From an optimization exercise on the open Yosys and OpenROAD flow, aimed at small area and a short achievable clock period; shortcuts taken in it are not production practice.
In this exercise RTL edits were held to simulation tests only and were not proved equivalent to the original.
Power is estimated from default activity; no workload was simulated.

== run A ==
// rgba8_tile_swizzle_downscale_unit
module rgba8_tile_swizzle_downscale_unit (
  input  logic       clk,
  input  logic       rst_n,
  input  logic        in_valid,
  output logic        in_ready,
  input  logic [7:0]  in_red,
  input  logic [7:0]  in_green,
  input  logic [7:0]  in_blue,
  input  logic [7:0]  in_alpha,
  output logic        out_valid,
  input  logic        out_ready,
  output logic [25:0] out_byte_offset,
  output logic [7:0]  out_alpha,
  output logic [7:0]  out_red,
  output logic [7:0]  out_green,
  output logic [7:0]  out_blue,
  output logic        out_frame_done,
  input  logic        cfg_valid,
  output logic        cfg_ready,
  input  logic [2:0]  cfg_index,
  input  logic [31:0] cfg_data
);
  localparam int FB = swz_pkg::FRAC_BITS;
  localparam int IW = swz_pkg::IDX_W;
  localparam int DW = swz_pkg::IDX_W;
  localparam int SW = swz_pkg::SINT_W;
  localparam int RW = swz_pkg::RB_W;
  swz_pkg::cfg_t cfg;
  logic [IW-1:0] src_col_r, src_row_r;      
  logic [IW-1:0] dst_col_r, dst_row_r;      
  logic          col_full_r, row_full_r;    
  logic [FB-1:0] col_frac_r, row_frac_r;    
  logic [DW-1:0] col_dist_r, row_dist_r;    
  logic          col_cy_r, row_cy_r;        
  logic [RW-1:0] row_base_r;                
  logic                      out_valid_r;
  logic [swz_pkg::OFF_W-1:0] out_offset_r;
  logic [7:0]                out_alpha_r, out_red_r, out_green_r, out_blue_r;
  logic                      out_done_r;
  logic in_fire;
  logic row_sel, col_sel, emit;
  logic row_end, frame_end;
  logic col_last, row_last;
  logic [FB:0]   col_frac_sum, row_frac_sum;
  logic [RW-1:0] blk;
  swz_cfg_regs u_cfg (
    .clk    (clk),
    .rst_n  (rst_n),
    .cfg_wr_valid (cfg_valid),
    .cfg_wr_ready (cfg_ready),
    .cfg_wr_index (cfg_index),
    .cfg_wr_data  (cfg_data),
    .cfg    (cfg)
  );
  assign in_ready = !out_valid_r || out_ready;
  assign in_fire  = in_valid && in_ready;
  assign col_sel   = !col_full_r && !cfg.out_w4m1[10] && (col_dist_r == DW'(!col_cy_r));
  assign row_sel   = !row_full_r && !cfg.out_h4m1[10] && (row_dist_r == DW'(!row_cy_r));
  assign emit      = row_sel && col_sel;
  assign row_end   = src_col_r == cfg.src_w_m1;
  assign frame_end = row_end && (src_row_r == cfg.src_h_m1);
  assign col_last  = (dst_col_r[1:0] == 2'b11) && (dst_col_r[IW-1:2] == cfg.out_w4m1[9:0]);
  ...
export LEC_CHECK = 0
export ABC_CLOCK_PERIOD_IN_PS = 2500
export CAP_MARGIN = 20
export CORE_MARGIN = 2
export CORE_UTILIZATION = 55
export CTS_BUF_LIST = sky130_fd_sc_hd__clkbuf_8
export CTS_CLUSTER_DIAMETER = 50
export CTS_CLUSTER_SIZE = 12
export PLACE_DENSITY = 0.7
export SETUP_SLACK_MARGIN = 2.8
export SLEW_MARGIN = 20
export TNS_END_PERCENT = 100
create_clock -name core_clock -period 5.6 [get_ports {clk}]
standard.sh (not shown) runs the stock make flow with config.mk's settings and CLKGATE_MAP_FILE= SYNTH_SCRIPT=/design/flow/synth_recipe.tcl, a recipe that flattens the netlist after the stock synthesis.
==> flow/flow/run.sh <==
#!/bin/bash
# Standard ORFS layout (the standard.sh, unchanged synthesis), with the
# port buffers inserted as the smallest plain buffer instead of the default
# delay buffer; timing repair still resizes them where a path needs it.
set -euo pipefail
export BUFFER_PORTS_ARGS="-buffer_cell sky130_fd_sc_hd__buf_1"
bash standard.sh > standard_flow.log 2>&1
diff inputs: run A => run B
# run A
export LEC_CHECK = 0
export ABC_CLOCK_PERIOD_IN_PS = 2500
export CAP_MARGIN = 20
export CORE_MARGIN = 2
export CORE_UTILIZATION = 55
export CTS_BUF_LIST = sky130_fd_sc_hd__clkbuf_8
export CTS_CLUSTER_DIAMETER = 50
export CTS_CLUSTER_SIZE = 12
export PLACE_DENSITY = 0.7
export SETUP_SLACK_MARGIN = 2.8
export SLEW_MARGIN = 20
export TNS_END_PERCENT = 100
create_clock -name core_clock -period 5.6 [get_ports {clk}]
# run B
export LEC_CHECK = 0
export ABC_CLOCK_PERIOD_IN_PS = 2500
export CAP_MARGIN = 20
export CORE_MARGIN = 2
export CORE_UTILIZATION = 55
export CTS_BUF_LIST = sky130_fd_sc_hd__clkbuf_8
export CTS_CLUSTER_DIAMETER = 50
export CTS_CLUSTER_SIZE = 12
export SETUP_SLACK_MARGIN = 2.9
export SLEW_MARGIN = 20
create_clock -name core_clock -period 5.6 [get_ports {clk}]
### Flow results
out_ready as the worst setup path startpoint was reported by run A, and cfg_data[3] by run B. Comparing run B and run A, buffering overhead is lower on run A. Compared with run A, run B shows a routed length per instance that is 3.1% higher. Of run B and run A, the higher wire length after detailed routing belongs to run B. ~same clock transition time at the flip-flop clock pins of the worst setup and hold paths in run B and run A. Run A ended up with fewer cell instances than run B did. The setup slack on the worst flop-to-flop path of run B is higher than that of run A. Cmp run B vs run A: portion of total power attributed to the clock network higher in run B. Delta (run B minus run A): utilization moved up, reported combinational group power +9.1%, fraction of the cycle the final worst path needs moved down.
Here is what was changed in the inputs of run C compared with run B.
# run B
export LEC_CHECK = 0
export ABC_CLOCK_PERIOD_IN_PS = 2500
export CAP_MARGIN = 20
export CORE_MARGIN = 2
export CORE_UTILIZATION = 55
export CTS_BUF_LIST = sky130_fd_sc_hd__clkbuf_8
export CTS_CLUSTER_DIAMETER = 50
export CTS_CLUSTER_SIZE = 12
export SETUP_SLACK_MARGIN = 2.9
export SLEW_MARGIN = 20
create_clock -name core_clock -period 5.6 [get_ports {clk}]
# run C
export LEC_CHECK = 0
export ABC_CLOCK_PERIOD_IN_PS = 2500
export CAP_MARGIN = 20
export CORE_MARGIN = 2
export CORE_UTILIZATION = 55
export CTS_BUF_LIST = sky130_fd_sc_hd__clkbuf_4 sky130_fd_sc_hd__clkbuf_8
export CTS_CLUSTER_DIAMETER = 40
export CTS_CLUSTER_SIZE = 10
export SETUP_SLACK_MARGIN = 2.8
export SLEW_MARGIN = 20
create_clock -name core_clock -period 5.6 [get_ports {clk}]
Findings:
Number of DRC markers in iteration 0 (run C vs. run B) decreases by a little under 10%. The wire length of the first global-routing pass of run B and that of run C are within noise of each other. Going from run B to run C, the final design utilization was found to have gone down by 0.69 points. For the final period demand of the worst path, run C came in 0.033 ns higher than run B did. When the final numbers for run C and run B were put side by side, the proportion of power drawn by the clock network turned out to be greater in run C. When the final numbers for run C and run B were put side by side, the detailed route wirelength on metal2 turned out to be smaller in run B. Final-layout worst hold slack of run C is on par with run B.
Modified inputs, run D compared to run C
# run C
export LEC_CHECK = 0
export ABC_CLOCK_PERIOD_IN_PS = 2500
export CAP_MARGIN = 20
export CORE_MARGIN = 2
export CORE_UTILIZATION = 55
export CTS_BUF_LIST = sky130_fd_sc_hd__clkbuf_4 sky130_fd_sc_hd__clkbuf_8
export CTS_CLUSTER_DIAMETER = 40
export CTS_CLUSTER_SIZE = 10
export SETUP_SLACK_MARGIN = 2.8
export SLEW_MARGIN = 20
create_clock -name core_clock -period 5.6 [get_ports {clk}]
# run D
export LEC_CHECK = 0
export ABC_CLOCK_PERIOD_IN_PS = 2500
export CAP_MARGIN = 20
export CORE_MARGIN = 2
export CORE_UTILIZATION = 62
export CTS_BUF_LIST = sky130_fd_sc_hd__clkbuf_8
export CTS_CLUSTER_DIAMETER = 50
export CTS_CLUSTER_SIZE = 12
export SETUP_SLACK_MARGIN = 2.8
export SLEW_MARGIN = 20
create_clock -name core_clock -period 5.6 [get_ports {clk}]
Results
Run C has higher area growth from synthesis to final layout than run D.
Sort run C and run D by layout buffering overhead excluding clock cells desc -> top: run D
For run C, the cell with the largest stage delay on the worst path was fa_1, unlike run D, where it was nand2b_4.
Reported for run C and run D, count of multi-input gates turned out identical to the last digit.
For fmax, run D and run C come out practically identical.
In run D the number of buffers inserted by post-CTS setup repair turned out 2 lower than in run C.
Looking at combinational group share of total power, run D sits above run C.
Changes in run E relative to run D:
# run D
export LEC_CHECK = 0
export ABC_CLOCK_PERIOD_IN_PS = 2500
export CAP_MARGIN = 20
export CORE_MARGIN = 2
export CORE_UTILIZATION = 62
export CTS_BUF_LIST = sky130_fd_sc_hd__clkbuf_8
export CTS_CLUSTER_DIAMETER = 50
export CTS_CLUSTER_SIZE = 12
export SETUP_SLACK_MARGIN = 2.8
export SLEW_MARGIN = 20
create_clock -name core_clock -period 5.6 [get_ports {clk}]
# run E
export LEC_CHECK = 0
export ABC_CLOCK_PERIOD_IN_PS = 2500
export CAP_MARGIN = 20
export CORE_MARGIN = 2
export CORE_UTILIZATION = 55
export CTS_BUF_LIST = sky130_fd_sc_hd__clkbuf_8
export CTS_CLUSTER_DIAMETER = 50
export CTS_CLUSTER_SIZE = 12
export GPL_TIMING_DRIVEN = 0
export SETUP_SLACK_MARGIN = 2.8
export SLEW_MARGIN = 20
create_clock -name core_clock -period 5.6 [get_ports {clk}]
==> notes.md <==
Run E vs run D — number of buffers inserted by post-CTS setup repair rose 4.
Compared with run D, run E shows a finished layout cell area that is about 1.5% higher.
Run E — leakage power 1.0% higher, run D as reference
Compared with run D, run E shows core utilization lower by 7.6 points.
Run E reports a higher number of design-rule violations left by the first detailed-router iteration than run D does.
Run E vs. run D: count of clock-buffer cells in the layout went up by 7.5%, worst setup slack went up by 0.0062 ns.

========
Another version of the RTL of rgba8_tile_swizzle_downscale_unit (not shown whole).
Size: roughly 0.014 mm^2 of cells after synthesis.
clock: 5.6 ns
lec_check: 0
abc_clock_period_in_ps: 2500
cap_margin: 20
core_margin: 2
core_utilization: 55
cts_buf_list: sky130_fd_sc_hd__clkbuf_8
cts_cluster_diameter: 50
cts_cluster_size: 12
setup_slack_margin: 2.6
slew_margin: 20
Scripts as last shown in full above: flow/flow/run.sh
Rerun with:
- ABC_AREA: default -> 1
- ABC_CLOCK_PERIOD_IN_PS: 2500 -> default
- CTS_BUF_LIST: sky130_fd_sc_hd__clkbuf_8 -> default
- CTS_CLUSTER_DIAMETER: 50 -> default
- CTS_CLUSTER_SIZE: 12 -> default
- SETUP_SLACK_MARGIN: 2.6 -> 2.9
=> The changed run passed the timing, design-rule and antenna checks; power came out higher by about a fifth; via count increases by about a fifth; worst setup slack improves by 0.042 ns; count of clock-buffer cells in the layout went up by 4; fmax climbs slightly; worst hold slack hardly moves; design area rose by roughly a tenth; cell count went up by a quarter to a third; synthesized area increases by roughly a tenth; routed wire length went up by about a fifth.
Rerun with:
- ABC_AREA: 1 -> default
- ABC_CLOCK_PERIOD_IN_PS: default -> 2500
- CTS_BUF_LIST: default -> sky130_fd_sc_hd__clkbuf_8
- CTS_CLUSTER_DIAMETER: default -> 50
- CTS_CLUSTER_SIZE: default -> 12
- SETUP_SLACK_MARGIN: 2.9 -> 3.0
After rerunning: Final area drops by a few percent. Via count drops by about a fifth. Routed wire length drops by a little under a tenth. Global-route usage climbs by 0.23 points. Combinational power drops by a few percent. Count of clock-buffer cells in the layout drops by 5. Core utilization climbs by 3.0 points. Power drops by roughly a tenth.

========
Starting RTL as in the previous note.
// rgba8_tile_swizzle_downscale_unit
module rgba8_tile_swizzle_downscale_unit (
  input  logic       clk,
  input  logic       rst_n,
  input  logic        in_valid,
  output logic        in_ready,
  input  logic [7:0]  in_red,
  input  logic [7:0]  in_green,
  input  logic [7:0]  in_blue,
  input  logic [7:0]  in_alpha,
  output logic        out_valid,
  input  logic        out_ready,
  output logic [25:0] out_byte_offset,
  output logic [7:0]  out_alpha,
  output logic [7:0]  out_red,
  output logic [7:0]  out_green,
  output logic [7:0]  out_blue,
  output logic        out_frame_done,
  input  logic        cfg_valid,
  output logic        cfg_ready,
  input  logic [2:0]  cfg_index,
  input  logic [31:0] cfg_data
);
clock: 5.6 ns
lec_check: 0
abc_clock_period_in_ps: 2500
cap_margin: 20
core_margin: 2
core_utilization: 55
cts_buf_list: sky130_fd_sc_hd__clkbuf_8
cts_cluster_diameter: 50
cts_cluster_size: 12
setup_slack_margin: 2.7
slew_margin: 20
run.sh (not shown) runs the stock make flow with config.mk's settings and CLKGATE_MAP_FILE= SYNTH_SCRIPT=/design/flow/synth_recipe.tcl, a recipe that flattens the netlist after the stock synthesis.
Stock flow here: none of the scripts above is used.
The first run ran to the end with no violations.
Next try:
==> flow/flow/run.sh (new file) <==
#!/bin/bash
# Standard ORFS layout (the standard.sh, unchanged synthesis), with the
# port buffers inserted as the smallest plain buffer instead of the default
# delay buffer; timing repair still resizes them where a path needs it.
set -euo pipefail
export BUFFER_PORTS_ARGS="-buffer_cell sky130_fd_sc_hd__buf_1"
bash standard.sh > standard_flow.log 2>&1
==> flow/standard.sh (new file) <==
#!/bin/bash
# synth_recipe.tcl (not shown) runs the flow's synth.tcl, then flattens the netlist and writes it again
# the make line also repeats each setting of config.mk as NAME=value (left out here)
make -C /OpenROAD-flow-scripts/flow DESIGN_CONFIG=/design/flow/config.mk WORK_HOME=/design/flow/orfs CLKGATE_MAP_FILE= SYNTH_SCRIPT=/design/flow/synth_recipe.tcl "${@:-finish}"
--- a/flow/config.mk
+++ b/flow/config.mk
@@ -11,6 +11,3 @@
 export CORE_UTILIZATION = 55
-export CTS_BUF_LIST = sky130_fd_sc_hd__clkbuf_8
-export CTS_CLUSTER_DIAMETER = 50
-export CTS_CLUSTER_SIZE = 12
-export SETUP_SLACK_MARGIN = 2.7
+export SETUP_SLACK_MARGIN = 3.0
 export SLEW_MARGIN = 20
removed: flow/run.sh
Effect: Worst hold slack is about the same. Via count is higher by 2.1%. Worst setup slack improves by 0.20 ns. Synthesized cell count stays the same. Cell area is higher by 1.4%. Die area does not change. Global-route usage is higher by 0.92 points. Count of clock-buffer cells in the layout is lower by 1. Core utilization is higher by 0.95 points. Synthesized area stays the same. Maximum frequency is higher by 7.4%.

========
the reference run:
Starting RTL as in the previous note.
clock: 5.6 ns
lec_check: 0
abc_clock_period_in_ps: 2500
cap_margin: 20
core_margin: 2
core_utilization: 55
setup_slack_margin: 2.7
slew_margin: 20
Stock flow here: none of the scripts above is used.
Setup changes, the reference run to the trial run
- swapping 2.7 for 3.0 in SETUP_SLACK_MARGIN
- swapping 55 for 70 in CORE_UTILIZATION
==> flow/flow/run.sh (new file) <==
#!/bin/bash
# Standard ORFS layout (the standard.sh, unchanged synthesis), with the
# port buffers inserted as the smallest plain buffer instead of the default
# delay buffer; timing repair still resizes them where a path needs it.
set -euo pipefail
export BUFFER_PORTS_ARGS="-buffer_cell sky130_fd_sc_hd__buf_1"
bash standard.sh > standard_flow.log 2>&1
==> flow/standard.sh (new file) <==
#!/bin/bash
# synth_recipe.tcl (not shown) runs the flow's synth.tcl, then flattens the netlist and writes it again
# the make line also repeats each setting of config.mk as NAME=value (left out here)
make -C /OpenROAD-flow-scripts/flow DESIGN_CONFIG=/design/flow/config.mk WORK_HOME=/design/flow/orfs CLKGATE_MAP_FILE= SYNTH_SCRIPT=/design/flow/synth_recipe.tcl "${@:-finish}"
removed: flow/run.sh
Results
- For the trial run and the reference run, there was not a single run that failed to finish clean.
- Against the reference run, the trial run comes in 30 ps higher on stage delay of the slowest cell on the critical path.
- For arithmetic-cell share of the synthesized area counting full adders, half adders and majority gates, the trial run and the reference run come out practically identical.
- The trial run vs the reference run: fmax up
- Compared with the reference run, count of routing violations after the opening detailed-route iteration in the trial run decreased slightly.
- [compare] base=the reference run new=the trial run: clock power share fell by 2.9 points, number of distinct library cells after synthesis stayed essentially flat.
- The trial run vs the reference run on sum of routed wire length over all layers: the trial run is the higher one.
- The trial run has power below what the reference run had.
- [compare] base=the reference run new=the trial run: routed via count divided by cell count moved up; tap cell count moved down; post-synthesis to final-layout area growth moved down.

========
Starting RTL as in the previous note.
export LEC_CHECK = 0
export ABC_CLOCK_PERIOD_IN_PS = 2500
export CAP_MARGIN = 20
export CORE_MARGIN = 2
export CORE_UTILIZATION = 55
export SETUP_SLACK_MARGIN = 2.7
export SLEW_MARGIN = 20
create_clock -name core_clock -period 5.6 [get_ports {clk}]
standard.sh (not shown) runs the stock make flow with config.mk's settings and CLKGATE_MAP_FILE= SYNTH_SCRIPT=/design/flow/synth_recipe.tcl, a recipe that flattens the netlist after the stock synthesis.
==> flow/flow/run.sh <==
#!/bin/bash
# Standard ORFS layout (the standard.sh, unchanged synthesis), with the
# port buffers inserted as the smallest plain buffer instead of the default
# delay buffer; timing repair still resizes them where a path needs it.
set -euo pipefail
export BUFFER_PORTS_ARGS="-buffer_cell sky130_fd_sc_hd__buf_1"
bash standard.sh > standard_flow.log 2>&1
Next try:
==> flow/run.sh (new file) <==
#!/bin/bash
# synth_recipe.tcl (not shown) runs the flow's synth.tcl, then flattens the netlist and writes it again
# the make line also repeats each setting of config.mk as NAME=value (left out here)
make -C /OpenROAD-flow-scripts/flow DESIGN_CONFIG=/design/flow/config.mk WORK_HOME=/design/flow/orfs CLKGATE_MAP_FILE= SYNTH_SCRIPT=/design/flow/synth_recipe.tcl finish
Settings changed: SETUP_SLACK_MARGIN 2.7 to not set.
removed: flow/flow/run.sh
removed: flow/standard.sh
Outcome:
- The changed run completed without violations
- sequential share of layout area went down by 0.63 points
- sequential cell count stays the same
- design area climbs slightly
- sequential power hardly moves
- via count drops by a few percent
- worst setup slack degrades by 880 ps
Next try:
==> flow/flow/run.sh (new file) <==
#!/bin/bash
# Standard ORFS layout (the standard.sh, unchanged synthesis), with the
# port buffers inserted as the smallest plain buffer instead of the default
# delay buffer; timing repair still resizes them where a path needs it.
set -euo pipefail
export BUFFER_PORTS_ARGS="-buffer_cell sky130_fd_sc_hd__buf_1"
bash standard.sh > standard_flow.log 2>&1
==> flow/standard.sh (new file) <==
#!/bin/bash
# synth_recipe.tcl (not shown) runs the flow's synth.tcl, then flattens the netlist and writes it again
# the make line also repeats each setting of config.mk as NAME=value (left out here)
make -C /OpenROAD-flow-scripts/flow DESIGN_CONFIG=/design/flow/config.mk WORK_HOME=/design/flow/orfs CLKGATE_MAP_FILE= SYNTH_SCRIPT=/design/flow/synth_recipe.tcl "${@:-finish}"
Settings changed: SETUP_SLACK_MARGIN set to 2.8.
removed: flow/run.sh
The new run ran to the end with no violations.
Global-route usage stays flat.
Total power is higher by a few percent.
Setup slack improved by 840 ps.
Register-to-register slack gets better by 550 ps.
Synthesized cell count stays the same.
Routed wire length came out higher by a few percent.
Design area fell slightly.
Sequential power is about the same.
First-iteration DRC count is higher by a quarter to a third.
Next try:
Settings changed: CTS_BUF_LIST set to sky130_fd_sc_hd__clkbuf_8, CTS_CLUSTER_DIAMETER set to 60, CTS_CLUSTER_SIZE set to 16.
Area after synthesis stays the same. First-iteration DRC count is lower by 16%. Wire length falls by about 3%.
Next try:
Settings changed: CTS_CLUSTER_DIAMETER 60 to 50, CTS_CLUSTER_SIZE 16 to 12.
- total power went up by about 9%
- count of clock-buffer cells in the layout went up by 13
- wire length went up by about 3%
- via count went up by 1.4%
- fmax went up by 8.0%
- cell count went up by about 1.1%
- design area went up by about 2.5%
- critical path depth went up by 2
- register-to-register slack is about the same
- setup slack improved by 220 ps

## re-timing with driven ports
In the flow no input, the clock included, has a driving cell. The finished layouts below were timed again as built, in two steps. Step 1 (the two cells are an assumption about what drives the block):
set clk [get_ports {clk}]
set_driving_cell -lib_cell sky130_fd_sc_hd__clkbuf_16 $clk
set_driving_cell -lib_cell sky130_fd_sc_hd__buf_2 [delete_from_list [all_inputs] $clk]
Step 2, shift: input delay + t, output delay - t, t = (earliest + latest rising clock arrival at the registers) / 2. This alone moves slack from input paths to output paths. a / b / c = ideal / step 1 / step 2; a / b = the first two.
| run | shift t [ns] | setup slack, ns | slew at the worst register clock pin (ns) | pins driven straight from the clock port |
|---|---|---|---|---|
| run A | 0.582 | 2.842 / 2.818 / 2.289 | 0.09 / 0.09 | 1 |
| run B | 0.578 | 2.853 / 2.853 / 2.275 | 0.09 / 0.09 | 1 |
| run C | 0.611 | 2.820 / 2.820 / 2.301 | 0.07 / 0.07 | 1 |
| run D | 0.573 | 2.828 / 2.806 / 2.288 | 0.08 / 0.08 | 1 |
| run E | 0.594 | 2.834 / 2.813 / 2.275 | 0.08 / 0.08 | 1 |
| the first run of note 2 | 0.589 | 2.653 / 2.653 / 2.137 | 0.08 / 0.08 | 1 |
| the second run of note 2 | 0.564 | 2.695 / 2.649 / 2.512 | 0.06 / 0.06 | 1 |
| the third run of note 2 | 0.593 | 2.853 / 2.853 / 2.296 | 0.08 / 0.08 | 1 |
| the first run of note 3 | 0.587 | 2.642 / 2.642 / 2.210 | 0.08 / 0.08 | 1 |
| the second run of note 3 | 0.621 | 2.846 / 2.846 / 2.272 | 0.06 / 0.06 | 1 |
| the reference run | 0.555 | 2.706 / 2.706 / 2.230 | 0.06 / 0.06 | 1 |
| the trial run | 0.604 | 2.827 / 2.827 / 2.530 | 0.07 / 0.07 | 1 |
| the first run of note 5 | 0.595 | 2.708 / 2.707 / 2.201 | 0.07 / 0.07 | 1 |
| the second run of note 5 | 0.601 | 1.823 / 1.796 / 1.721 | 0.07 / 0.07 | 1 |
| the third run of note 5 | 0.610 | 2.660 / 2.635 / 2.331 | 0.07 / 0.07 | 1 |
| the fourth run of note 5 | 0.621 | 2.579 / 2.552 / 2.279 | 0.11 / 0.11 | 1 |
| the fifth run of note 5 | 0.581 | 2.804 / 2.780 / 2.332 | 0.08 / 0.08 | 1 |
After both steps every run listed still meets setup and hold. The setup slack of run B, which loses most, moves by 0.000 ns with the drivers and by -0.578 ns with both steps.
